Source: an optimization exercise on an open RTL-to-GDS flow (aim: small area, a short achievable clock period and few clock cycles per item). Production flows keep margins and buffers that such runs may drop.
At most, simulation tests tie the RTL to the original design; equivalence was not proved.
For runs 4 to 6, only the layout was checked, not whether the RTL still works.
No activity file was given, so power comes from the tool's default toggle rates.

==> flow/design.v <==
`timescale 1ns/1ps
module cnnTop (
    input  logic                            i_clk,
    input  logic                            i_rstN,
    input  logic                            i_wrEn,
    input  logic [6-1:0]          i_wrAddr,
    input  logic [8-1:0]           i_wrData,
    input  logic                            i_start,
    output logic                            o_busy,
    output logic                            o_done,
    output logic signed [24-1:0] o_result,
    output logic                            o_led
);
    function automatic logic [17:0] csaSum(input logic [17:0] a, b, c);
        csaSum = a ^ b ^ c;
    endfunction
    function automatic logic [17:0] csaCry(input logic [17:0] a, b, c);
        csaCry = ((a & b) | (a & c) | (b & c)) << 1;
    endfunction
    logic [3:0] rstPipe;
    always_ff @(posedge i_clk) begin
        rstPipe <= {rstPipe[2:0], !i_rstN};
    end
    logic                   wrQ;
    logic [6-1:0] addrQ;
    logic [8-1:0]  dataQ;
    always_ff @(posedge i_clk) begin
        if (!i_rstN) wrQ <= 1'b0;
        else         wrQ <= i_wrEn;
        addrQ <= i_wrAddr;
        dataQ <= i_wrData;
    end
    logic [8-1:0] mem [64];
    logic [8-1:0] memData;
    assign memData = dataQ & {8{!rstPipe[0]}};
    always_ff @(posedge i_clk) begin
        for (int p = 0; p < 64; p++) begin
            if (rstPipe[0] || (wrQ && addrQ == 6'(p))) mem[p] <= memData;
        end
    end
    logic                  wr1;
    logic [8-1:0] oldPix;
    logic [8-1:0] newPix;
    logic                  r0a, r7a, c0a, c7a;
    always_ff @(posedge i_clk) begin
        wr1    <= wrQ;
        oldPix <= mem[addrQ];
        newPix <= dataQ;
        r0a    <= addrQ[5:3] == 3'd0;
        r7a    <= addrQ[5:3] == 3'd7;
        c0a    <= addrQ[2:0] == 3'd0;
        c7a    <= addrQ[2:0] == 3'd7;
    end
    logic signed [8:0] diff;
    logic              r0, r7, c0, c7;
    logic              xs3, xs2, xs1, xn, ys2, ys1, ys0, yn, zs, cOne, cTwo;
    always_ff @(posedge i_clk) begin
        diff <= wr1 ? $signed({1'b0, newPix}) - $signed({1'b0, oldPix}) : 9'sd0;
        r0   <= r0a;
        r7   <= r7a;
        c0   <= c0a;
        c7   <= c7a;
        {xs3, xs2, xs1, xn, ys2, ys1, ys0, yn, zs, cOne, cTwo} <= '0;
        case ({r0a, r7a, c0a, c7a})
            4'b0000: {xs3, ys0, yn, cOne}       <= '1;
            4'b0010: {xs1, xn, cOne}            <= '1;
            4'b0001: {xs3, ys1}                 <= '1;
            4'b1000: {xs3, ys2, zs}             <= '1;
            4'b0100: {xs2, xn, ys0, yn, cOne, cTwo} <= '1;
            4'b1010: {xs2}                      <= '1;
            4'b1001: {xs3, ys2}                 <= '1;
            4'b0110: {xs3, xn, cOne}            <= '1;
            default: ;
        endcase
    end
    logic rb, cb;
    assign rb = r0 | r7;
    assign cb = c0 | c7;
    logic [5:0] dl;
    logic [5:0] x0, y0, x1, y1, x2, y2;
    logic [5:0] l0Sum, l0Cry, l1Sum, l1Cry, l2Sum, l2Cry;
    logic [5:0] l0, l1, l2;    
    logic [4:0] l3h;           
    logic [5:0] l0Fb, l1Fb, l2Fb;
    logic [4:0] l3Fb;
    assign dl = diff[5:0];
    assign x0 = (rb | cb) ? dl << 2 : dl << 3;
    assign y0 = (rb ^ cb) ? dl << 1 : (rb | cb) ? 6'd0 : dl;
    assign x1 = (cb ? dl << 1 : 6'd0) ^ {6{c0}};
    assign y1 = (cb && !rb ? dl : 6'd0) ^ {6{c0}};
    assign x2 = (rb ? dl << 1 : 6'd0) ^ {6{r0}};
    assign y2 = (rb && !cb ? dl : 6'd0) ^ {6{r0}};
    assign l0Fb = l0 & {6{!rstPipe[2]}};
    assign l1Fb = l1 & {6{!rstPipe[2]}};
    assign l2Fb = l2 & {6{!rstPipe[2]}};
    assign l3Fb = l3h & {5{!rstPipe[2]}};
    assign l0Sum = 6'(csaSum(18'(l0Fb), 18'(x0), 18'(y0)));
    assign l0Cry = 6'(csaCry(18'(l0Fb), 18'(x0), 18'(y0)));
    assign l1Sum = 6'(csaSum(18'(l1Fb), 18'(x1), 18'(y1)));
    assign l1Cry = 6'(csaCry(18'(l1Fb), 18'(x1), 18'(y1))) | 6'(c0);
    assign l2Sum = 6'(csaSum(18'(l2Fb), 18'(x2), 18'(y2)));
    assign l2Cry = 6'(csaCry(18'(l2Fb), 18'(x2), 18'(y2))) | 6'(r0);
    logic [12:0] d13, xq, yq, zq, tqSum, tqCry;
    logic [12:0] tq;
    assign d13 = 13'(diff);
    assign xq  = (((d13 << 3) & {13{xs3}}) | ((d13 << 2) & {13{xs2}}) | ((d13 << 1) & {13{xs1}})) ^ {13{xn}};
    assign yq  = (((d13 << 2) & {13{ys2}}) | ((d13 << 1) & {13{ys1}}) | (d13 & {13{ys0}})) ^ {13{yn}};
    assign zq  = d13 & {13{zs}};
    assign tqSum = 13'(csaSum(18'(xq), 18'(yq), 18'(zq)));
    assign tqCry = 13'(csaCry(18'(xq), 18'(yq), 18'(zq))) | 13'(cTwo);
    always_ff @(posedge i_clk) begin
        l0  <= l0Sum + l0Cry;
        l1  <= 6'(({l1Sum, 1'b1} + {l1Cry, c0}) >> 1);
        l2  <= 6'(({l2Sum, 1'b1} + {l2Cry, r0}) >> 1);
        l3h <= l3Fb + dl[4:0];
        tq  <= 13'(({tqSum, 1'b1} + {tqCry, cOne}) >> 1);
    end
    logic [17:0] q;
    logic [7:0]  cU;    
    logic [7:0]  cV;    
    always_ff @(posedge i_clk) begin
        q  <= (q & {18{!rstPipe[3]}}) + {{5{tq[12]}}, tq};
        cU <= 8'(l0) + {1'b0, l1, 1'b0};
        cV <= 8'(l2) + {1'b0, l2, 1'b0} + {2'b0, l3h, 1'b0};
    end
    logic [17:0] rSum, rCry, resFull;
    assign rSum    = csaSum(q, {10'h3ff, ~cU}, {10'd0, cV});
    assign rCry    = csaCry(q, {10'h3ff, ~cU}, {10'd0, cV});
    assign resFull = 18'(({rSum, 1'b1} + {rCry, 1'b1}) >> 1);
    logic       busy;
    logic [4:0] runPipe;
    logic       accept;
    assign accept = i_start && !busy;
    always_ff @(posedge i_clk) begin
        if (!i_rstN) begin
            busy     <= 1'b0;
            runPipe  <= '0;
            o_done   <= 1'b0;
            o_result <= '0;
        end else begin
            runPipe <= {runPipe[3:0], accept};
            o_done  <= runPipe[4];
            if (accept)      busy <= 1'b1;
            else if (o_done) busy <= 1'b0;
            if (runPipe[4]) o_result <= 24'($signed(resFull[17:6]));
        end
    end
    assign o_busy = busy;
    assign o_led  = o_result[24-1];
endmodule
==> flow/flow/run.sh <==
#!/bin/bash
# The standard layout, with clock tree synthesis told not to add dummy loads.
# The CTS arguments are otherwise those the standard flow builds from config.mk.
set -euo pipefail
export CTS_ARGS="-sink_clustering_enable -repair_clock_nets -sink_clustering_size 30 -sink_clustering_max_diameter 80 -buf_list sky130_fd_sc_hd__clkbuf_16 -dont_use_dummy_load"
bash standard.sh finish > standard_make.log 2>&1
==> flow/standard.sh <==
#!/bin/bash
# synth_recipe.tcl (not shown) runs the flow's synth.tcl, then flattens the netlist and writes it again
# the make line also repeats each setting of config.mk as NAME=value (left out here)
make -C /OpenROAD-flow-scripts/flow DESIGN_CONFIG=/design/flow/config.mk WORK_HOME=/design/flow/orfs CLKGATE_MAP_FILE= SYNTH_SCRIPT=/design/flow/synth_recipe.tcl "${@:-finish}"
==> flow/config.mk <==
export PLATFORM = sky130hd
export DESIGN_NAME = cnnTop
export DESIGN_NICKNAME = cnnTop
export VERILOG_FILES = /design/flow/design.v
export SDC_FILE = /design/flow/constraint.sdc
export NUM_CORES = 4
export LEC_CHECK = 0
export CAP_MARGIN = 20
export CORE_MARGIN = 2
export CORE_UTILIZATION = 40
export GPL_TIMING_DRIVEN = 0
export SETUP_SLACK_MARGIN = 5
export SLEW_MARGIN = 20
==> flow/constraint.sdc <==
create_clock -name core_clock -period 8.0 [get_ports {i_clk}]
set_input_delay 1.6000 -clock core_clock [delete_from_list [all_inputs] [get_ports {i_clk}]]
set_output_delay 1.6000 -clock core_clock [all_outputs]
set_load 0.01 [all_outputs]
==> results_dict.tcl, run 1 <==
set metrics [dict create \
    r2r_slack_ps 4900 \
    synth_seq_cells 664 \
    worst_pin_slew_ps 1178 \
    critPathLaunchType "flop" \
    root_buffer "clkbuf_16" \
    timing.final.max_slew_violations 0 \
    multiInputGateArea_um2 9185 \
    synth_area_leaders "edfxtp_1 (55%), dfxtp_1 (11%), a22oi_1 (6.0%), ha_1 (3.9%), fa_1 (3.1%)" \
    seq_area_um2 18440 \
    place_congestion 0.9991 \
    clk_pin_slew_ps 110 \
    critPathKind "flop to flop" \
    worstPathMaxFanout 9 \
    grt_pass1_wl_um 122500 \
    hold_violations 0 \
    synth.yosys.seq_area_share_pct 66.36 \
    cts_tree "done" \
    post_drt_wl_per_cell_um 28.84 \
    viasPerCell 5.911 \
    boundaryPins 45 \
    layoutNonFillerInstCount 3031 \
    peakVddDrop_mv 0.1889 \
    status "complete, no violations" \
    dr_total_vias 17915 \
    cp.required_ps 8460 \
    drive_gt1_share_pct 13.81 \
    drc 0 \
    place.port_buffers 43 \
    holdCritStartpoint "dataQ[5]" \
    cts_made_buffers 31 \
    synthDistinctLibCells 69 \
    drtIter0Drc 2554 \
    final_cell_mix "edfxtp_1 (512), a22oi_1 (219), dfxtp_1 (139)" \
    synth_area_um2 27750 \
    power.density_nw_per_um2 276.0 \
    critPathSlowestCell "nor4_2" \
    timing.slew.headroom_pct 21.21 \
    post-route-util_pct 45.71 \
    cp-end-kind "flop" \
    clk_latency_ps 690 \
    clk_path_buf_depth 3 \
    die_w_um 267.4 \
    cp.arrival_ps 3570 \
    n_fill_cell 6054 \
    core_um2 68590 \
    fin_setup_tns_ps 0 \
    clkPwrFrac_pct 19.9 \
    seq_power_share_pct 50.3 \
    max-cap-violations 0 \
    synth_area_per_cell_um2 13.98 \
    wirelength_um 87410 \
    grtUsageTotal_pct 24.20 \
    grt_remaining_overflow 0 \
    synth_warnings 2 \
    grt_pass1_vias 17168 \
    power_leakage_nw 11.54 \
    r2r-start "addrQ[4]" \
    p_sw_mw 2.665 \
    intPower_mw 5.987 \
    placed_cells_incl_taps 2983 \
    fin_crit_sh_pct 38.80 \
    max_clock_freq_mhz 322.1 \
    dieArea_um2 71510 \
    yosysTopAreaCellShare_pct 55.40 \
    syn_nets 2132 \
    cp_slowest_stage_delay_ps 550 \
    swShare_pct 30.80 \
    synthFlopType "edfxtp_1" \
    nNetsFinal 2249 \
    antenna_found_initial 2 \
    setup_viol 0 \
    rsz0062_at_grt "yes" \
    area_growth_pct 12.96 \
    synth_edf_count 512 \
    dr.pass1.iters 6 \
    yosysTopAreaCell "edfxtp_1" \
    critPathLaunch "addrQ[4]" \
    hold_path_class "flop to flop" \
    cts_hold_buf 0 \
    grt_start_max_net_pins 39 \
    post-dp-hpwl_um 60010 \
    cp_cell_sequence "or2_1 > buf_2 > nor2_1 > and2_1 > clkbuf_2 > a22oi_2 > nand4_1 > nor4_2 > a21oi_1" \
    period_minus_slack_ps 3104 \
    netlist_instances 1985 \
    fin_skew_ps 134.2 \
    clkSinkCount 664 \
    num_rows 96 \
    initial_core_util_pct 40.46 \
    htreeDepth 1 \
    die_y_um 267.4 \
    antenna_cells 0 \
    synth-async-reset-ratio_pct 0 \
    final_common_cell "edfxtp_1" \
    comb_power_share_pct 29.7 \
    drtAntennaViolNets 0 \
]
## synthesized netlist by cell type, drive strengths merged, types with 8 or more instances
library cell	instances
a21o	84
nor2	145
nor2b	41
a22o	19
edfxtp	512
nand2	55
xnor2	64
nand2b	15
nor3	13
inv	104
a22oi	223
mux2	8
dfxtp	152
a221oi	17
o21ai	29
clkbuf	38
buf	30
mux2i	9
a21oi	68
ha	86
o21bai	13
nand4	52
nand3	32
nor4	16
and2	13
fa	43
xor2	33
## logic make-up after synthesis
logic type                 count (synthesis)  share of synthesized area (%)
xor gates and xnor gates                  97                          3.061
adders and majority gates                129                          6.979
AOI/OAI and AO/OA                        497                          13.08
muxes                                     17                         0.6492
DFF                                      664                          66.36
and+or+nand+nor                          407                          7.286
buffers and inverters                    174                          2.579
## timing repair
| action | in CTS | in global routing |
|---|---|---|
| setup endpoints to repair | 51 | 50 |
| pin swaps | 19 | 47 |
| setup buffers | 9 | 8 |
| resized for setup | 150 | 82 |
## flip-flops by register name, indices dropped and copies added, names as in the netlist, 8 cells and up
register	cells
cU	8
oldPix	8
q	18
diff	9
cV	8
mem	512
dataQ	8
tq	13
o_result	12
newPix	8
## final timing paths
check              end  cells after the start
max          oldPix[6]                      9
max reg2reg  oldPix[6]                      9
min          newPix[5]                      0
min reg2reg  newPix[5]                      0
## power by group through the flow
stage | clock, mW | sequential [mW] | combinational (mW)
finish | 1.72 | 4.35 | 2.57
global route | 1.83 | 4.39 | 2.88
CTS | 1.74 | 4.35 | 2.46
detailed placement | 0 | 4.43 | 2.40
global placement | 0 | 4.43 | 2.30
floorplan | 0 | 4.37 | 1.84
## layer usage
metal	GRT usage, %	routed length, um	vias to the layer above
li1	-	-	7732
met1	31.12	32790	8887
met2	39.71	40780	1079
met3	4.570	9088	217
met4	11.10	4756	0
met5	0	0	-
## critical path, delay by kind of cell, from the launching register on
family / cells / cell delay [ps]
flops: 1 / 480
buf+inv: 2 / 560
simple gates: 5 / 1190
compound gates: 2 / 650
## per-stage QoR
step / setup WS (ps) / hold slack (ps) / total power, mW / area, um^2
after global routing: 4783 / 293.9 / 9.107 / 31350
after floorplan: 4981 / 309.6 / 6.203 / 27760
final: 4896 / 293.4 / 8.652 / 31350
after CTS: 4959 / 296.2 / 8.549 / 30990
after detailed placement: 4363 / 330.8 / 6.826 / 29920
after global placement: 2005 / 311.5 / 6.731 / 29360
## layout make-up
class / count / area share, %
Tap cell: 931 / 3.716
Multi-Input combinational cell: 1147 / 29.30
Buffer: 68 / 1.437
Timing Repair Buffer: 84 / 2.930
Clock buffer: 31 / 2.475
Inverter: 106 / 1.309
Sequential cell: 664 / 58.83
Testbench counts, summed over its fixed seeds: cycles 8,832, images 128.
==> run 2, diff against run 1 <==
--- a/flow/config.mk
+++ b/flow/config.mk
@@ -9,5 +9,8 @@
 export CORE_MARGIN = 2
 export CORE_UTILIZATION = 40
-export GPL_TIMING_DRIVEN = 0
+export CTS_BUF_LIST = sky130_fd_sc_hd__clkbuf_16
+export CTS_CLUSTER_DIAMETER = 80
+export CTS_CLUSTER_SIZE = 30
 export SETUP_SLACK_MARGIN = 5
 export SLEW_MARGIN = 20
+export TNS_END_PERCENT = 10
==> results_dict.tcl, run 2 <==
set metrics [dict create \
    power.density_nw_per_um2 278.7 \
    clk_latency_ps 660 \
    synth_warnings 2 \
    synth_top_family_by_area "compound AO/OA/AOI/OAI gates" \
    place.port_buffers 44 \
    post_drt_wl_per_cell_um 28.51 \
    holdCritStartpoint "rstPipe[1]" \
    critPathSlowestCell "clkdlybuf4s50_1" \
    antenna_cells 0 \
    synth.yosys.seq_area_share_pct 66.36 \
    initial_core_util_pct 40.46 \
    rr_worst_depth 7 \
    drtAntennaViolNets 0 \
    viasPerCell 5.965 \
    largest_reg_flops 512 \
    synthDistinctLibCells 69 \
    cp.arrival_ps 1560 \
    status "complete, no violations" \
    worstPathMaxFanout 15 \
    synth_area_leaders "edfxtp_1 (55%), dfxtp_1 (11%), a22oi_1 (6.0%), ha_1 (3.9%), fa_1 (3.1%)" \
    grt_start_max_net_pins 69 \
    cp.required_ps 6400 \
    postPlaceCellArea_um2 29470 \
    fin_crit_sh_pct 39.46 \
    dr_total_vias 17777 \
    n_fill_cell 6068 \
    cp-end-kind "output pin" \
    crit_family "buffers and inverters" \
    wl_met3_um 9876 \
    peakVddDrop_mv 0.1789 \
    htreeDepth 1 \
    fin_ws_ps 4844 \
    dr.pass1.iters 6 \
    clk_pin_slew_ps 110 \
    post-dp-hpwl_um 57580 \
    r2r_slack_ps 4880 \
    met1_length_um 34000 \
    top_layer "met4" \
    boundaryPins 45 \
    drc 0 \
    final_common_cell "edfxtp_1" \
    power_leakage_nw 11.18 \
    reg2reg_to "oldPix[5]" \
    fin_setup_tns_ps 0 \
    antenna_found_initial 0 \
    synth_area_per_cell_um2 13.98 \
    top_register "mem" \
    clkSinkCount 664 \
    clk_path_buf_depth 3 \
    place_congestion 1.001 \
    max-cap-violations 0 \
    synth_edf_count 512 \
    grt_pass1_wl_um 120700 \
    synth_area_um2 27750 \
    cp_slowest_stage_delay_ps 560 \
    die_y_um 267.4 \
    root_buffer "clkbuf_16" \
    synthFlopType "edfxtp_1" \
    r2r-start "addrQ[0]" \
    drtIter0Drc 2611 \
    crit_buf_inv 1 \
    post_synth_mux_area_share_pct 0.6492 \
    num_rows 96 \
    synth_compound_area_share_pct 13.08 \
    cp_cell_sequence "clkdlybuf4s50_1" \
    core_um2 68590 \
    dieArea_um2 71510 \
    grt_pass1_vias 17050 \
    worstHoldEndpoint "rstPipe[2]" \
    pre_cts_ws_ps 4532 \
    whs_ps 349.2 \
    max_clock_freq_mhz 316.8 \
    final_cell_area_um2 30510 \
    timing.final.max_slew_violations 0 \
    min_delay_path_depth 0 \
    synth.most_common_cell "edfxtp_1" \
    yosysTopAreaCell "edfxtp_1" \
    synth_commonest_cells "edfxtp_1 (512), a22oi_1 (223), dfxtp_1 (152)" \
    period_minus_slack_ps 3156 \
    die_w_um 267.4 \
    reg.largest.list "mem (512), q (18), tq (13)" \
    fin_skew_ps 110.5 \
    critPathLaunchType "flop" \
    cts_made_buffers 29 \
    cts_tree "done" \
    rsz0062_at_grt "yes" \
    hold_path_class "flop to flop" \
    area_growth_pct 9.941 \
    synth-async-reset-ratio_pct 0 \
    timing.slew.headroom_pct 20.73 \
    grtUsageTotal_pct 23.56 \
    grt_remaining_overflow 0 \
    met2WireLength_um 37670 \
    worst_pin_slew_ps 1185 \
    syn_nets 2132 \
    synthXorXnorAreaFrac_pct 3.061 \
    yosysTopAreaCellShare_pct 55.40 \
    hold_violations 0 \
    drive_gt1_share_pct 9.322 \
    final_cell_mix "edfxtp_1 (512), a22oi_1 (222), nor2_1 (132)" \
    layoutNonFillerInstCount 2980 \
    placed_cells_incl_taps 2940 \
    synth_seq_cells 664 \
    synth_fa_ha_area_share_pct 6.979 \
    critPathKind "flop to output pin" \
    setup_viol 0 \
    nNetsFinal 2198 \
    wirelength_um 84950 \
    synthSimpleGateAreaFrac_pct 7.286 \
    netlist_instances 1985 \
]
-- run 2: cell counts after synthesis --
Identical to the previous run, type by type.
-- run 2: cell families (layout without fill, tap and decap cells) --
group | after synthesis | count (layout)
mux | 17 | 17
simple gates | 407 | 407
flops | 664 | 664
fa+ha+maj | 129 | 129
xor+xnor | 97 | 97
buf+inv | 174 | 238
compound gates | 497 | 497
-- run 2: worst max-delay path by stage --
stage | slack (ps) | end | from | depth (start not counted)
after floorplan | 4960 | tq[9] | diff[0] | 14
after global placement | 4580 | l0[5] | c0 | 12
after detailed placement | 4530 | tq[9] | diff[0] | 12
after CTS | 4800 | o_result[20] | o_result[11] | 1
after global routing | 4760 | o_result[20] | o_result[11] | 1
final | 4840 | o_result[16] | o_result[11] | 1
-- run 2: layout make-up --
type	instances	area [um^2]	area share, %
multi-input combinational	1147	8860	29.04
inverter	106	405.4	1.329
sequential	664	18470	60.54
timing repair buffer	103	884.6	2.899
tap	931	1165	3.818
clock buffer	29	725.7	2.378
-- run 2: through the flow --
step	util, %	total power [mW]
floorplan	-	6.203
global placement	42.95	6.817
detailed placement	42.97	6.875
CTS	44.22	8.504
global route	44.49	8.957
finish	44.49	8.505
-- run 2: report_power, final --
part	internal (mW)	switching, mW	total (mW)	leakage, nW
Combinational	1.04	1.41	2.45	4.61
Sequential	4.17	0.225	4.39	6.21
Clock	0.649	1.02	1.67	0.357
Total	5.86	2.65	8.50	11.2
-- run 2: what timing repair did --
action,in CTS,in global routing
setup buffers,5,5
resized for setup,33,41
pin swaps,1,7
hold buffers,0,0
setup endpoints to repair,64,85
-- run 2: routing by layer --
metal	global-route usage, %	vias to the layer above
li1	-	7611
met1	32.79	8911
met2	36.17	1082
met3	5.278	173
met4	8.564	0
met5	0	-
==> run 3, diff against run 2 <==
--- a/flow/config.mk
+++ b/flow/config.mk
@@ -14,3 +14,2 @@
 export SETUP_SLACK_MARGIN = 5
 export SLEW_MARGIN = 20
-export TNS_END_PERCENT = 10
==> results_dict.tcl, run 3 <==
set metrics [dict create \
    grt_pass1_wl_um 122000 \
    dr.pass1.iters 6 \
    area_growth_pct 10.95 \
    seq_area_um2 18480 \
    drtAntennaViolNets 0 \
    cp-end-kind "flop" \
    period_minus_slack_ps 2955 \
    cts_made_buffers 34 \
    clk_path_buf_depth 3 \
    grt_pass1_vias 16934 \
    hold_violations 0 \
    worst_pin_slew_ps 1128 \
    grt_remaining_overflow 0 \
    power_leakage_nw 11.41 \
    synth_seq_cells 664 \
    clkSinkCount 664 \
    synth_warnings 2 \
    post-route-util_pct 44.89 \
    die_y_um 267.4 \
    synth_area_um2 27750 \
    worstPathMaxFanout 9 \
    n_fill_cell 6072 \
    clk_latency_ps 610 \
    reg.largest.list "mem (512), q (18), tq (13)" \
    dieArea_um2 71510 \
    post_drt_wl_per_cell_um 28.73 \
    die_w_um 267.4 \
    synth.yosys.seq_area_share_pct 66.36 \
    fin_setup_tns_ps 0 \
    postPlaceCellArea_um2 29510 \
    synth_area_per_cell_um2 13.98 \
    fin_skew_ps 74.45 \
    multiInputGateArea_um2 8979 \
    yosysTopAreaCellShare_pct 55.40 \
    cp.arrival_ps 3130 \
    synthDistinctLibCells 69 \
    synth_commonest_cells "edfxtp_1 (512), a22oi_1 (223), dfxtp_1 (152)" \
    viasPerCell 5.882 \
    post-dp-hpwl_um 57970 \
    critPathLaunchType "flop" \
    netlist_instances 1985 \
    place_congestion 0.9836 \
    antenna_found_initial 0 \
    synth-async-reset-ratio_pct 0 \
    htreeDepth 2 \
    fin_crit_sh_pct 36.93 \
    timing.slew.headroom_pct 24.51 \
    drtIter0Drc 2513 \
    status "complete, no violations" \
    dr_total_vias 17610 \
    final_cell_mix "edfxtp_1 (512), a22oi_1 (221), dfxtp_1 (132)" \
    num_rows 96 \
    synth.most_common_cell "edfxtp_1" \
    drive_gt1_share_pct 10.28 \
    boundaryPins 45 \
    core_um2 68590 \
    rsz0062_at_grt "yes" \
    synth_area_leaders "edfxtp_1 (55%), dfxtp_1 (11%), a22oi_1 (6.0%), ha_1 (3.9%), fa_1 (3.1%)" \
    setup_viol 0 \
    top_register "mem" \
    cp.required_ps 8180 \
    max_clock_freq_mhz 338.4 \
    critPathKind "flop to flop" \
    synth_edf_count 512 \
    root_buffer "clkbuf_16" \
    synthFlopType "edfxtp_1" \
    final_cell_area_um2 30790 \
    drc 0 \
    whs_ps 323.1 \
    power.density_nw_per_um2 279.4 \
    hold_path_class "flop to flop" \
    yosysTopAreaCell "edfxtp_1" \
    cts_hold_buf 0 \
    nNetsFinal 2211 \
    grt_start_max_net_pins 66 \
    wirelength_um 86020 \
    initial_core_util_pct 40.46 \
    peakVddDrop_mv 0.2215 \
    final_common_cell "edfxtp_1" \
    place.port_buffers 44 \
    cts_tree "done" \
    max-cap-violations 0 \
    timing.final.max_slew_violations 0 \
    grtUsageTotal_pct 24.01 \
    clk_pin_slew_ps 110 \
    largest_reg_flops 512 \
    syn_nets 2132 \
]
-- run 3: cell types whose count changed in the layout (fill, tap and decap cells not counted), moves of 5 or more --
| cell | change |
|---|---|
| dlygate4sd2_1 | +26 |
| clkbuf_16 | +5 |
| dfxtp_2 | -7 |
| clkdlybuf4s50_1 | -25 |
| buf_4 | +7 |
-- run 3: final cells by class --
class	instances	area share (%)
sequential	664	60.01
inverter	106	1.308
clock buffer	34	2.763
antenna	1	0.008127
multi-input combinational	1147	29.16
tap	931	3.783
timing repair buffer	111	2.966
-- run 3: power breakdown --
| group | total (mW) | internal, mW | switching, mW |
|---|---|---|---|
| Combinational | 2.39 | 1.05 | 1.33 |
| Sequential | 4.40 | 4.17 | 0.229 |
| Clock | 1.82 | 0.765 | 1.05 |
-- run 3: final timing paths --
kind / start / end / slack, ps / depth (start not counted)
min: rstPipe[1] / rstPipe[2] / 320 / 0
max reg2reg: addrQ[2] / mem[53][0] / 5050 / 5
min reg2reg: rstPipe[1] / rstPipe[2] / 320 / 0
max: addrQ[2] / mem[53][0] / 5050 / 5
-- run 3: routing by layer --
| layer | up-vias | share of wire (%) | track usage [%] |
|---|---|---|---|
| met5 | - | 0 | 0 |
| met4 | 0 | 5.1 | 11.05 |
| met3 | 187 | 9.6 | 4.110 |
| met2 | 1034 | 47 | 38.91 |
| met1 | 8734 | 38 | 31.58 |
| li1 | 7655 | - | - |
-- run 3: cells by family (layout without fill, tap and decap cells) --
group,after synthesis,after routing,share of synthesized area [%]
DFF,664,664,66.36
AOI/OAI and AO/OA,497,497,13.08
and+or+nand+nor,407,407,7.286
buffers and inverters,174,251,2.579
adders and majority gates,129,129,6.979
xor gates and xnor gates,97,97,3.061
muxes,17,17,0.6492
other,0,1,0
-- run 3: critical path: stages (launching register included) --
cell and delay [ps]:
dfxtp_1 620, nor2b_1 320, nand2_1 170, nor2_2 570, buf_4 280, a21o_1 600
-- run 3: metrics by stage --
step	setup WS (ps)	instances	total power [mW]
floorplan	4981	1985	6.203
global placement	4383	2944	6.725
detailed placement	4336	2944	6.781
CTS	4906	2983	8.573
global route	4886	2993	9.054
finish	5045	2994	8.603
-- run 3: repair_timing --
| item | 4_1_cts | 5_1_grt |
|---|---|---|
| pin swaps | 3 | 18 |
| setup endpoints to repair | 62 | 28 |
| setup buffers | 5 | 10 |
| gates resized for setup | 71 | 44 |
==> run 4, diff against run 3 <==
--- a/flow/design.v
+++ b/flow/design.v
@@ -33,9 +33,23 @@
     logic [8-1:0] mem [64];
     logic [8-1:0] memData;
+    logic [7:0]            rowSel, colSel;
+    logic [64-1:0] wordSel;
+    logic [8-1:0] oldRead;
     assign memData = dataQ & {8{!rstPipe[0]}};
+    always_comb begin
+        for (int i = 0; i < 8; i++) begin
+            rowSel[i] = rstPipe[0] || (wrQ && addrQ[5:3] == 3'(i));
+            colSel[i] = rstPipe[0] || addrQ[2:0] == 3'(i);
+        end
+        for (int p = 0; p < 64; p++) wordSel[p] = rowSel[p / 8] && colSel[p % 8];
+    end
     always_ff @(posedge i_clk) begin
         for (int p = 0; p < 64; p++) begin
-            if (rstPipe[0] || (wrQ && addrQ == 6'(p))) mem[p] <= memData;
+            if (wordSel[p]) mem[p] <= memData;
         end
+    end
+    always_comb begin
+        oldRead = '0;
+        for (int p = 0; p < 64; p++) oldRead = oldRead | (mem[p] & {8{wordSel[p]}});
     end
     logic                  wr1;
@@ -45,5 +59,5 @@
     always_ff @(posedge i_clk) begin
         wr1    <= wrQ;
-        oldPix <= mem[addrQ];
+        oldPix <= oldRead;
         newPix <= dataQ;
         r0a    <= addrQ[5:3] == 3'd0;
==> results_dict.tcl, run 4 <==
set metrics [dict create \
    status "complete, no violations" \
    dr_total_vias 17437 \
    synth_seq_cells 664 \
    timing.slew.headroom_pct 27.51 \
    clk_path_buf_depth 3 \
    post_drt_wl_per_cell_um 26.28 \
    synth_area_leaders "edfxtp_1 (56%), dfxtp_1 (11%), ha_1 (3.9%), a22oi_1 (3.9%), fa_1 (3.1%)" \
    synth_commonest_cells "edfxtp_1 (512), dfxtp_1 (152), nor2_1 (145)" \
    place_congestion 0.9796 \
    grt_pass1_wl_um 114700 \
    cts_made_buffers 30 \
    place.port_buffers 44 \
    critPathLaunchType "flop" \
    dr.pass1.iters 5 \
    rsz0062_at_grt "yes" \
    clkSinkCount 664 \
    boundaryPins 45 \
    dieArea_um2 71300 \
    root_buffer "clkbuf_16" \
    layoutNonFillerInstCount 3007 \
    setup_viol 0 \
    post-dp-hpwl_um 53070 \
    grtUsageTotal_pct 21.95 \
    synth_area_um2 27670 \
    synthFlopType "edfxtp_1" \
    cts_tree "done" \
    top_register "mem" \
    die_w_um 267.0 \
    drive_gt1_share_pct 13.88 \
    power.density_nw_per_um2 269.4 \
    synth_warnings 2 \
    hold_path_class "flop to flop" \
    clk_latency_ps 680 \
    cp_slowest_stage_delay_ps 610 \
    post-route-util_pct 45.41 \
    crit_buf_inv 1 \
    cp_cell_sequence "buf_6 > a222oi_1 > xnor2_1 > fa_1 > ha_4 > and3_4 > a21oi_2 > o21ai_2 > or4_4 > a2111o_1 > o211a_1" \
    max-cap-violations 0 \
    peakVddDrop_mv 0.2044 \
    n_fill_cell 5964 \
    yosysTopAreaCell "edfxtp_1" \
    reg.largest.list "mem (512), q (18), tq (13)" \
    timing.final.max_slew_violations 0 \
    netlist_instances 1938 \
    cp-end-kind "flop" \
    grt_remaining_overflow 0 \
    htreeDepth 1 \
    area_growth_pct 12.56 \
    die_y_um 267.0 \
    max_clock_freq_mhz 299.1 \
    synthDistinctLibCells 70 \
    wirelength_um 79010 \
    core_um2 68590 \
    critPathKind "flop to flop" \
    grt_start_max_net_pins 65 \
    fin_setup_tns_ps 0 \
    synth_edf_count 512 \
    postPlaceCellArea_um2 29640 \
    syn_nets 2086 \
    power_leakage_nw 11.25 \
    grt_pass1_vias 16435 \
    synth_area_per_cell_um2 14.28 \
    fin_skew_ps 134.9 \
    antenna_found_initial 4 \
    num_rows 96 \
    drtIter0Drc 2262 \
    final_cell_mix "edfxtp_1 (512), a22oi_1 (141), nor2_1 (139)" \
    viasPerCell 5.799 \
    cp.arrival_ps 3820 \
    nNetsFinal 2225 \
    synth-async-reset-ratio_pct 0 \
    crit_family "compound AO/OA/AOI/OAI gates" \
    final_cell_area_um2 31150 \
    synth.yosys.seq_area_share_pct 66.56 \
    synth.most_common_cell "edfxtp_1" \
    worst_pin_slew_ps 1086 \
    cp.required_ps 8470 \
    critPathSlowestCell "fa_1" \
    initial_core_util_pct 40.35 \
    final_common_cell "edfxtp_1" \
    hold_violations 0 \
    fin_crit_sh_pct 41.79 \
    worstPathMaxFanout 6 \
    period_minus_slack_ps 3343 \
    yosysTopAreaCellShare_pct 55.56 \
    placed_cells_incl_taps 2926 \
    drtAntennaViolNets 0 \
    largest_reg_flops 512 \
    drc 0 \
    clk_pin_slew_ps 110 \
]
[run 4: changes by cell type after synthesis, moves of 11 or more]
| cell | before | now |
|---|---|---|
| nand4_1 | 52 | 23 |
| a22oi_1 | 223 | 142 |
| a221oi_1 | 17 | 42 |
| xor2_1 | 33 | 22 |
| a22o_1 | 19 | 47 |
| a21o_1 | 84 | 28 |
| a222oi_1 | 7 | 28 |
| o22ai_1 | 1 | 13 |
| o21ai_0 | 19 | 32 |
[run 4: routing by layer]
metal	up-vias	routed length (um)	GRT usage [%]
met4	2	3461	8.670
met2	930	33330	31.97
met1	8683	33990	31.68
met5	-	11	0
li1	7664	-	-
met3	158	8219	5.065
[run 4: final timing paths]
check | startpoint | cells after the start | end | slack, ps
setup / recovery | xs2 | 11 | tq[12] | 4660
hold / removal | rstPipe[1] | 0 | rstPipe[2] | 350
setup reg to reg | xs2 | 11 | tq[12] | 4660
hold reg to reg | rstPipe[1] | 0 | rstPipe[2] | 350
[run 4: what timing repair did]
action / 4_1_cts / 5_1_grt
buffers inserted: 35 / 15
resized for setup: 82 / 52
pin swaps: 14 / 26
endpoints found under the setup margin: 54 / 26
hold buffers: 0 / 0
[run 4: kinds of logic (layout without fill, tap and decap cells)]
family	Yosys count	count (layout)	share of synthesized area (%)
mux	18	18	0.6963
other cells	0	1	0
flops	664	664	66.56
simple gates	399	399	7.221
compound gates	467	467	12.91
buf+inv	167	304	2.623
fa+ha+maj	130	130	7.045
xor+xnor	93	93	2.944
[run 4: power by group]
group | internal (mW) | leakage [nW] | total [mW] | switching, mW
logic | 0.962 | 5.06 | 2.38 | 1.41
clock network | 0.667 | 0.370 | 1.68 | 1.01
registers | 4.15 | 5.81 | 4.34 | 0.187
total | 5.78 | 11.2 | 8.39 | 2.61
[run 4: area by class of cell]
class / instances / area, um^2 / area share [%]
well taps: 931 / 1165 / 3.740
diodes: 1 / 2.502 / 0.008034
repair buffers: 176 / 1469 / 4.716
clock buffers: 30 / 750.7 / 2.410
inverters: 98 / 367.9 / 1.181
flip-flops and latches: 664 / 18490 / 59.35
multi-input cells: 1107 / 8905 / 28.59
[run 4: metrics by stage]
stage | setup WS, ps | total power [mW] | hold WS (ps)
global route | 4563 | 8.833 | 352.5
finish | 4657 | 8.392 | 353.5
detailed placement | 4263 | 6.669 | 335.6
global placement | 4217 | 6.620 | 329.4
CTS | 4781 | 8.364 | 355.3
floorplan | 4897 | 5.954 | 309.6
==> run 5, diff against run 4 <==
--- a/flow/design.v
+++ b/flow/design.v
@@ -23,24 +23,26 @@
     end
     logic                   wrQ;
-    logic [6-1:0] addrQ;
+    logic [7:0]             rowQ, colQ;
     logic [8-1:0]  dataQ;
     always_ff @(posedge i_clk) begin
         if (!i_rstN) wrQ <= 1'b0;
         else         wrQ <= i_wrEn;
-        addrQ <= i_wrAddr;
+        for (int i = 0; i < 8; i++) begin
+            rowQ[i] <= !i_rstN || (i_wrEn && i_wrAddr[5:3] == 3'(i));
+            colQ[i] <= !i_rstN || i_wrAddr[2:0] == 3'(i);
+        end
         dataQ <= i_wrData;
     end
-    logic [8-1:0] mem [64];
-    logic [8-1:0] memData;
-    logic [7:0]            rowSel, colSel;
+    logic [8-1:0]      mem [64];
+    logic [8-1:0]      memData;
     logic [64-1:0] wordSel;
-    logic [8-1:0] oldRead;
+    logic [8-1:0]      oldRead;
     assign memData = dataQ & {8{!rstPipe[0]}};
     always_comb begin
-        for (int i = 0; i < 8; i++) begin
-            rowSel[i] = rstPipe[0] || (wrQ && addrQ[5:3] == 3'(i));
-            colSel[i] = rstPipe[0] || addrQ[2:0] == 3'(i);
+        oldRead = '0;
+        for (int p = 0; p < 64; p++) begin
+            wordSel[p] = rowQ[p / 8] && colQ[p % 8];
+            oldRead    = oldRead | (mem[p] & {8{wordSel[p]}});
         end
-        for (int p = 0; p < 64; p++) wordSel[p] = rowSel[p / 8] && colSel[p % 8];
     end
     always_ff @(posedge i_clk) begin
@@ -48,8 +50,4 @@
             if (wordSel[p]) mem[p] <= memData;
         end
-    end
-    always_comb begin
-        oldRead = '0;
-        for (int p = 0; p < 64; p++) oldRead = oldRead | (mem[p] & {8{wordSel[p]}});
     end
     logic                  wr1;
@@ -61,8 +59,8 @@
         oldPix <= oldRead;
         newPix <= dataQ;
-        r0a    <= addrQ[5:3] == 3'd0;
-        r7a    <= addrQ[5:3] == 3'd7;
-        c0a    <= addrQ[2:0] == 3'd0;
-        c7a    <= addrQ[2:0] == 3'd7;
+        r0a    <= rowQ[0];
+        r7a    <= rowQ[7];
+        c0a    <= colQ[0];
+        c7a    <= colQ[7];
     end
     logic signed [8:0] diff;
==> flow/run.sh (new file) <==
#!/bin/bash
# synth_recipe.tcl (not shown) runs the flow's synth.tcl, then flattens the netlist and writes it again
# the make line also repeats each setting of config.mk as NAME=value (left out here)
make -C /OpenROAD-flow-scripts/flow DESIGN_CONFIG=/design/flow/config.mk WORK_HOME=/design/flow/orfs CLKGATE_MAP_FILE= SYNTH_SCRIPT=/design/flow/synth_recipe.tcl finish
--- a/flow/config.mk
+++ b/flow/config.mk
@@ -9,7 +9,7 @@
 export CORE_MARGIN = 2
 export CORE_UTILIZATION = 40
-export CTS_BUF_LIST = sky130_fd_sc_hd__clkbuf_16
-export CTS_CLUSTER_DIAMETER = 80
-export CTS_CLUSTER_SIZE = 30
+export CTS_BUF_LIST = sky130_fd_sc_hd__clkbuf_8
+export CTS_CLUSTER_DIAMETER = 50
+export CTS_CLUSTER_SIZE = 16
 export SETUP_SLACK_MARGIN = 5
 export SLEW_MARGIN = 20
removed: flow/flow/run.sh
removed: flow/standard.sh
==> results_dict.tcl, run 5 <==
set metrics [dict create \
    crit_family "adder cells" \
    synth_area_um2 27950 \
    cp-end-kind "flop" \
    path_depth 11 \
    place_congestion 0.8509 \
    htreeDepth 3 \
    die_w_um 268.3 \
    place.port_buffers 44 \
    clk_latency_ps 720 \
    antenna_found_initial 1 \
    setup_viol 0 \
    synth.yosys.seq_area_share_pct 66.62 \
    largest_reg_flops 512 \
    synthSimpleGateAreaFrac_pct 6.863 \
    cts_tree "done" \
    post-dp-hpwl_um 47540 \
    drtIter0Drc 1836 \
    pre_cts_ws_ps 4486 \
    period_minus_slack_ps 2951 \
    synthDistinctLibCells 59 \
    crit_buf_inv 1 \
    top_register "mem" \
    drtAntennaViolNets 0 \
    peakVddDrop_mv 0.2544 \
    critPathKind "flop to flop" \
    dr.pass1.iters 7 \
    post_drt_wl_per_cell_um 24.44 \
    final_common_cell "edfxtp_1" \
    yosysTopAreaCell "edfxtp_1" \
    synthFlopType "edfxtp_1" \
    timing.final.max_slew_violations 0 \
    critPathSlowestCell "fa_1" \
    synth_top_family_by_area "compound AO/OA/AOI/OAI gates" \
    synth_warnings 2 \
    synth_area_per_cell_um2 14.19 \
    drc 0 \
    syn_nets 2117 \
    initial_core_util_pct 40.61 \
    fin_skew_ps 81.09 \
    max_clock_freq_mhz 338.9 \
    root_buffer "clkbuf_8" \
    yosysTopAreaCellShare_pct 55.01 \
    die_y_um 268.3 \
    final_cell_mix "edfxtp_1 (512), dfxtp_1 (139), a22oi_1 (108), buf_4 (108), inv_1 (106)" \
    synthXorXnorAreaFrac_pct 3.071 \
    cts_hold_buf 0 \
    n_fill_cell 5996 \
    cp_cell_sequence "or2_2 > inv_2 > ha_4 > nand3_1 > o21ai_1 > fa_1 > fa_1 > a21o_1 > a21oi_1 > xnor2_1 > xnor2_1" \
    reg.largest.list "mem (512), q (18), tq (13)" \
    nNetsFinal 2216 \
    cts_made_buffers 71 \
    post_synth_mux_area_share_pct 0.8014 \
    synth-async-reset-ratio_pct 0 \
    clk_pin_slew_ps 80 \
    cp_slowest_stage_delay_ps 550 \
    fin_ws_ps 5049 \
    boundaryPins 45 \
    synth_commonest_cells "edfxtp_1 (512), dfxtp_1 (162), a22oi_1 (110), clkbuf_1 (110), inv_1 (106)" \
    viasPerCell 5.674 \
    status "complete, no violations" \
    fin_setup_tns_ps 0 \
    min_delay_path_depth 0 \
    dieArea_um2 72000 \
    grt_start_max_net_pins 65 \
    grtUsageTotal_pct 20.69 \
    clkSinkCount 674 \
    synth_edf_count 512 \
    worst_pin_slew_ps 1020 \
    fin_crit_sh_pct 36.88 \
    synth_seq_cells 674 \
    synth.most_common_cell "edfxtp_1" \
    synth_area_leaders "edfxtp_1 (55%), dfxtp_1 (12%), ha_1 (3.9%), fa_1 (3.1%), a22oi_1 (3.0%)" \
    grt_pass1_vias 16667 \
    netlist_instances 1970 \
    clk_path_buf_depth 3 \
    drive_gt1_share_pct 15.69 \
    num_rows 96 \
    area_growth_pct 13.50 \
    power.density_nw_per_um2 282.9 \
    power_leakage_nw 11.53 \
    cp.required_ps 8600 \
    grt_remaining_overflow 0 \
    timing.slew.headroom_pct 32.00 \
    synth_compound_area_share_pct 12.39 \
    wirelength_um 74630 \
    rsz0062_at_grt "yes" \
    rr_worst_depth 11 \
    hold_path_class "flop to flop" \
    max-cap-violations 0 \
    grt_pass1_wl_um 109400 \
    hold_violations 0 \
    critPathLaunchType "flop" \
    dr_total_vias 17329 \
    cp.arrival_ps 3550 \
    core_um2 68830 \
    synth_fa_ha_area_share_pct 6.930 \
    worstPathMaxFanout 11 \
]
-- run 5: cell type report --
class / count / area, um^2 / share of cell area (%)
diodes: 1 / 2.502 / 0.007889
clock buffers: 72 / 991.0 / 3.124
clock inverters: 54 / 566.8 / 1.787
inverters: 107 / 401.6 / 1.266
multi-input cells: 1061 / 8712 / 27.46
flip-flops and latches: 674 / 18690 / 58.91
well taps: 931 / 1165 / 3.672
repair buffers: 154 / 1196 / 3.771
-- run 5: layer usage --
| layer | track usage [%] | part of all wire (%) | up-vias |
|---|---|---|---|
| met2 | 33.14 | 46 | 788 |
| met5 | 0 | 0 | - |
| met4 | 7.297 | 3.2 | 0 |
| met3 | 3.418 | 8.8 | 138 |
| li1 | - | - | 7626 |
| met1 | 28.58 | 42 | 8777 |
-- run 5: stage by stage --
stage                     std cells  hold slack [ps]  area [um^2]  utilization [%]  power [mW]
final                          3054            328.4        31720            46.09       8.973
after global routing           3054            340.9        31720            46.09       9.421
after CTS                      3036            331.1        31470            45.72       9.009
after detailed placement       2898            313.8        29690            43.14       6.569
after global placement         2898            314.3        29690            43.14       6.512
after floorplan                1970            309.6        27970                -       5.906
-- run 5: kinds of logic after synthesis --
logic type | count (synthesis)
DFF | 674
AOI/OAI and AO/OA | 456
and+or+nand+nor | 357
buffers and inverters | 235
adders and majority gates | 129
xor gates and xnor gates | 98
muxes | 21
-- run 5: path summary, 6_finish.rpt --
check	start	end	slack [ps]
setup / recovery	r7	l0[5]	5050
hold / removal	rstPipe[1]	rstPipe[2]	330
setup reg to reg	r7	l0[5]	5050
hold reg to reg	rstPipe[1]	rstPipe[2]	330
-- run 5: timing repair --
action                     4_1_cts  5_1_grt
gates resized for setup        101       57
setup endpoints to repair       46       23
hold endpoints to repair         0        0
pin swaps                        8       32
setup buffers                   12       17
-- run 5: power breakdown --
group	leakage, nW	internal, mW	switching, mW
sequential	5.92	4.19	0.177
clock	0.796	1.08	1.36
combinational	4.82	0.905	1.26
total	11.5	6.18	2.80
==> run 6, diff against run 5 <==
--- a/flow/design.v
+++ b/flow/design.v
@@ -128,16 +128,25 @@
         tq  <= 13'(({tqSum, 1'b1} + {tqCry, cOne}) >> 1);
     end
+    logic [9:0] ca, cbv, cc, ce, cf, cs1, cc1, cs2, cc2, cs3, cc3, cSum;
+    assign ca  = 10'(l0);
+    assign cbv = 10'(l1) << 1;
+    assign cc  = ~(10'(l2) << 1);
+    assign ce  = ~(10'(l2));
+    assign cf  = ~(10'(l3h) << 1);
+    assign cs1 = 10'(csaSum(18'(ca), 18'(cbv), 18'(cc)));
+    assign cc1 = 10'(csaCry(18'(ca), 18'(cbv), 18'(cc))) | 10'd1;
+    assign cs2 = 10'(csaSum(18'(ce), 18'(cf), 18'(cs1)));
+    assign cc2 = 10'(csaCry(18'(ce), 18'(cf), 18'(cs1))) | 10'd1;
+    assign cs3 = 10'(csaSum(18'(cc1), 18'(cc2), 18'(cs2)));
+    assign cc3 = 10'(csaCry(18'(cc1), 18'(cc2), 18'(cs2))) | 10'd1;
+    assign cSum = cs3 + cc3;
     logic [17:0] q;
-    logic [7:0]  cU;    
-    logic [7:0]  cV;    
+    logic [3:0]  flC;          
     always_ff @(posedge i_clk) begin
-        q  <= (q & {18{!rstPipe[3]}}) + {{5{tq[12]}}, tq};
-        cU <= 8'(l0) + {1'b0, l1, 1'b0};
-        cV <= 8'(l2) + {1'b0, l2, 1'b0} + {2'b0, l3h, 1'b0};
+        q   <= (q & {18{!rstPipe[3]}}) + {{5{tq[12]}}, tq};
+        flC <= cSum[9:6];
     end
-    logic [17:0] rSum, rCry, resFull;
-    assign rSum    = csaSum(q, {10'h3ff, ~cU}, {10'd0, cV});
-    assign rCry    = csaCry(q, {10'h3ff, ~cU}, {10'd0, cV});
-    assign resFull = 18'(({rSum, 1'b1} + {rCry, 1'b1}) >> 1);
+    logic [11:0] resNext;
+    assign resNext = q[17:6] - {{8{flC[3]}}, flC};
     logic       busy;
     logic [4:0] runPipe;
@@ -155,5 +164,5 @@
             if (accept)      busy <= 1'b1;
             else if (o_done) busy <= 1'b0;
-            if (runPipe[4]) o_result <= 24'($signed(resFull[17:6]));
+            if (runPipe[4]) o_result <= 24'($signed(resNext));
         end
     end
==> results_dict.tcl, run 6 <==
set metrics [dict create \
    status "complete, no violations" \
    setup_viol 0 \
    boundaryPins 45 \
    place.port_buffers 44 \
    reg.largest.list "mem (512), q (18), tq (13)" \
    synth_edf_count 512 \
    clkSinkCount 662 \
    htreeDepth 2 \
    critPathLaunchType "flop" \
    num_rows 96 \
    viasPerCell 5.683 \
    cts_tree "done" \
    synth-async-reset-ratio_pct 0 \
    antenna_cells 0 \
    die_y_um 267.4 \
    cp_slowest_stage_delay_ps 540 \
    clk_pin_slew_ps 90 \
    drtAntennaViolNets 0 \
    grtUsageTotal_pct 20.90 \
    grt_pass1_wl_um 109800 \
    power_leakage_nw 10.94 \
    power.density_nw_per_um2 270.8 \
    post_drt_wl_per_cell_um 25.18 \
    root_buffer "clkbuf_8" \
    synthDistinctLibCells 70 \
    cts_hold_buf 0 \
    fin_skew_ps 50.75 \
    wirelength_um 75100 \
    fin_crit_sh_pct 39.11 \
    crit_buf_inv 2 \
    drc 0 \
    crit_family "adder cells" \
    cp.required_ps 8610 \
    fin_setup_tns_ps 0 \
    final_cell_mix "edfxtp_1 (512), dfxtp_1 (128), a22oi_1 (121)" \
    clk_path_buf_depth 3 \
    drtIter0Drc 1873 \
    synth_area_um2 27750 \
    nNetsFinal 2163 \
    worstPathMaxFanout 3 \
    core_um2 68590 \
    die_w_um 267.4 \
    hold_path_class "flop to flop" \
    top_register "mem" \
    drive_gt1_share_pct 14.57 \
    dr.pass1.iters 8 \
    max_clock_freq_mhz 319.6 \
    timing.final.max_slew_violations 0 \
    power_mw 8.373 \
    largest_reg_flops 512 \
    cp.arrival_ps 3740 \
    synth_area_per_cell_um2 14.25 \
    clk_latency_ps 710 \
    n_fill_cell 6078 \
    synthFlopType "edfxtp_1" \
    dr_total_vias 16952 \
    hold_violations 0 \
    cts_made_buffers 58 \
    timing.slew.headroom_pct 34.18 \
    critPathSlowestCell "fa_1" \
    synth_area_leaders "edfxtp_1 (55%), dfxtp_1 (11%), ha_1 (3.7%), a22oi_1 (3.3%), fa_1 (3.2%)" \
    place_congestion 0.8257 \
    initial_core_util_pct 40.46 \
    synth.yosys.seq_area_share_pct 66.22 \
    yosysTopAreaCellShare_pct 55.40 \
    final_common_cell "edfxtp_1" \
    cp-end-kind "flop" \
    synth_commonest_cells "edfxtp_1 (512), dfxtp_1 (150), a22oi_1 (123)" \
    netlist_instances 1947 \
    synth.most_common_cell "edfxtp_1" \
    dieArea_um2 71500 \
    synth_warnings 2 \
    grt_pass1_vias 16471 \
    worst_pin_slew_ps 987.4 \
    max-cap-violations 0 \
    period_minus_slack_ps 3129 \
    critPathKind "flop to flop" \
    post-dp-hpwl_um 47060 \
    rsz0062_at_grt "yes" \
    syn_nets 2090 \
    yosysTopAreaCell "edfxtp_1" \
    antenna_found_initial 0 \
    grt_start_max_net_pins 65 \
    peakVddDrop_mv 0.3870 \
    synth_seq_cells 662 \
    area_growth_pct 11.40 \
    grt_remaining_overflow 0 \
    cp_cell_sequence "fa_1 > inv_1 > fa_1 > inv_1 > fa_1 > ha_1 > o21a_1 > o21a_1 > o21ai_2 > a21oi_2 > o21a_1 > nor2_1" \
]
==> run 6: cell types whose count changed in the layout (fill, tap and decap cells not counted), moves of 11 or more <==
cell,change
nor2b_1,+20
a22oi_1,+13
nand2_1,+18
xnor2_1,-14
clkbuf_8,-12
inv_1,-29
a22o_1,-11
a221oi_1,-14
buf_4,-14
dfxtp_1,-11
nor3_1,+17
==> run 6: repair_timing <==
action | 4_1_cts | 5_1_grt
setup buffers | 13 | 6
pin swaps | 15 | 16
endpoints found under the setup margin | 47 | 24
resized for setup | 112 | 36
==> run 6: final cells by class <==
class,count,area [um^2],area share (%)
Inverter,77,289.0,0.9350
Clock buffer,60,825.8,2.671
Timing Repair Buffer,141,1102,3.566
Tap cell,931,1165,3.768
Clock inverter,32,337.8,1.093
Multi-Input combinational cell,1080,8753,28.32
Sequential cell,662,18440,59.65
==> run 6: worst paths after layout <==
check / start / to / slack, ps / cells past startpoint
worst max-delay path: l1[1] / flC[1] / 4870 / 12
worst min-delay path: wrQ / wr1 / 340 / 0
worst max register to register: l1[1] / flC[1] / 4870 / 12
worst min register to register: wrQ / wr1 / 340 / 0
==> run 6: metrics by stage <==
step / util (%) / setup WS, ps / hold slack [ps] / area, um^2 / std cells
after floorplan: - / 5011 / 309.6 / 27770 / 1947
after global placement: 42.85 / 4155 / 310.5 / 29390 / 2872
after detailed placement: 42.85 / 4167 / 316.7 / 29390 / 2872
after CTS: 44.85 / 4806 / 339.5 / 30760 / 2977
after global routing: 45.07 / 4704 / 347.7 / 30910 / 2983
final: 45.07 / 4871 / 335.6 / 30910 / 2983
==> run 6: cells by family after synthesis <==
group	share of synthesized area [%]
mux	0.5546
buf+inv	3.282
flops	66.22
fa+ha+maj	6.826
compound gates	12.86
xor+xnor	2.493
simple gates	7.760
==> run 6: power by group <==
group          internal, mW  total (mW)  switching (mW)
combinational         0.862        2.07            1.20
sequential             4.10        4.26           0.160
clock                 0.834        2.05            1.21
==> run 6: per-layer routing <==
layer	track usage [%]	vias to the layer above	share of wire, %
li1	-	7519	-
met3	3.209	115	8.3
met5	0	-	0
met2	34.50	720	48
met1	28.54	8598	41
met4	6.225	0	2.9

-- what the ideal ports hide --
In the flow no input, the clock included, has a driving cell. The finished layouts below were timed again as built, in two steps.
Step 1 assumes that a clkbuf_16 drives the clock port and a buf_2 every other input.
Step 2 times the ports against the registers' clock, not the clock port: input delays grow and output delays shrink by t, the midpoint of the rising clock arrivals with the driver on.
Three values: ideal, step 1, step 2; two values: the first two.
run	t, ns	slack for setup (ns)	hold WS [ns]
run 1	0.689	4.896 / 4.896 / 4.896	0.293 / 0.293 / 0.293
run 2	0.669	4.844 / 4.778 / 4.881	0.349 / 0.349 / 0.349
run 3	0.621	5.045 / 5.045 / 5.045	0.323 / 0.323 / 0.323
run 4	0.682	4.657 / 4.657 / 4.608	0.353 / 0.353 / 0.353
run 5	0.737	5.049 / 5.013 / 4.477	0.328 / 0.328 / 0.328
run 6	0.742	4.871 / 4.871 / 4.871	0.336 / 0.336 / 0.336
After both steps every run listed still meets setup and hold. For run 5, which loses most, drivers alone change the setup slack by -0.036 ns; drivers and shift together by -0.572 ns.
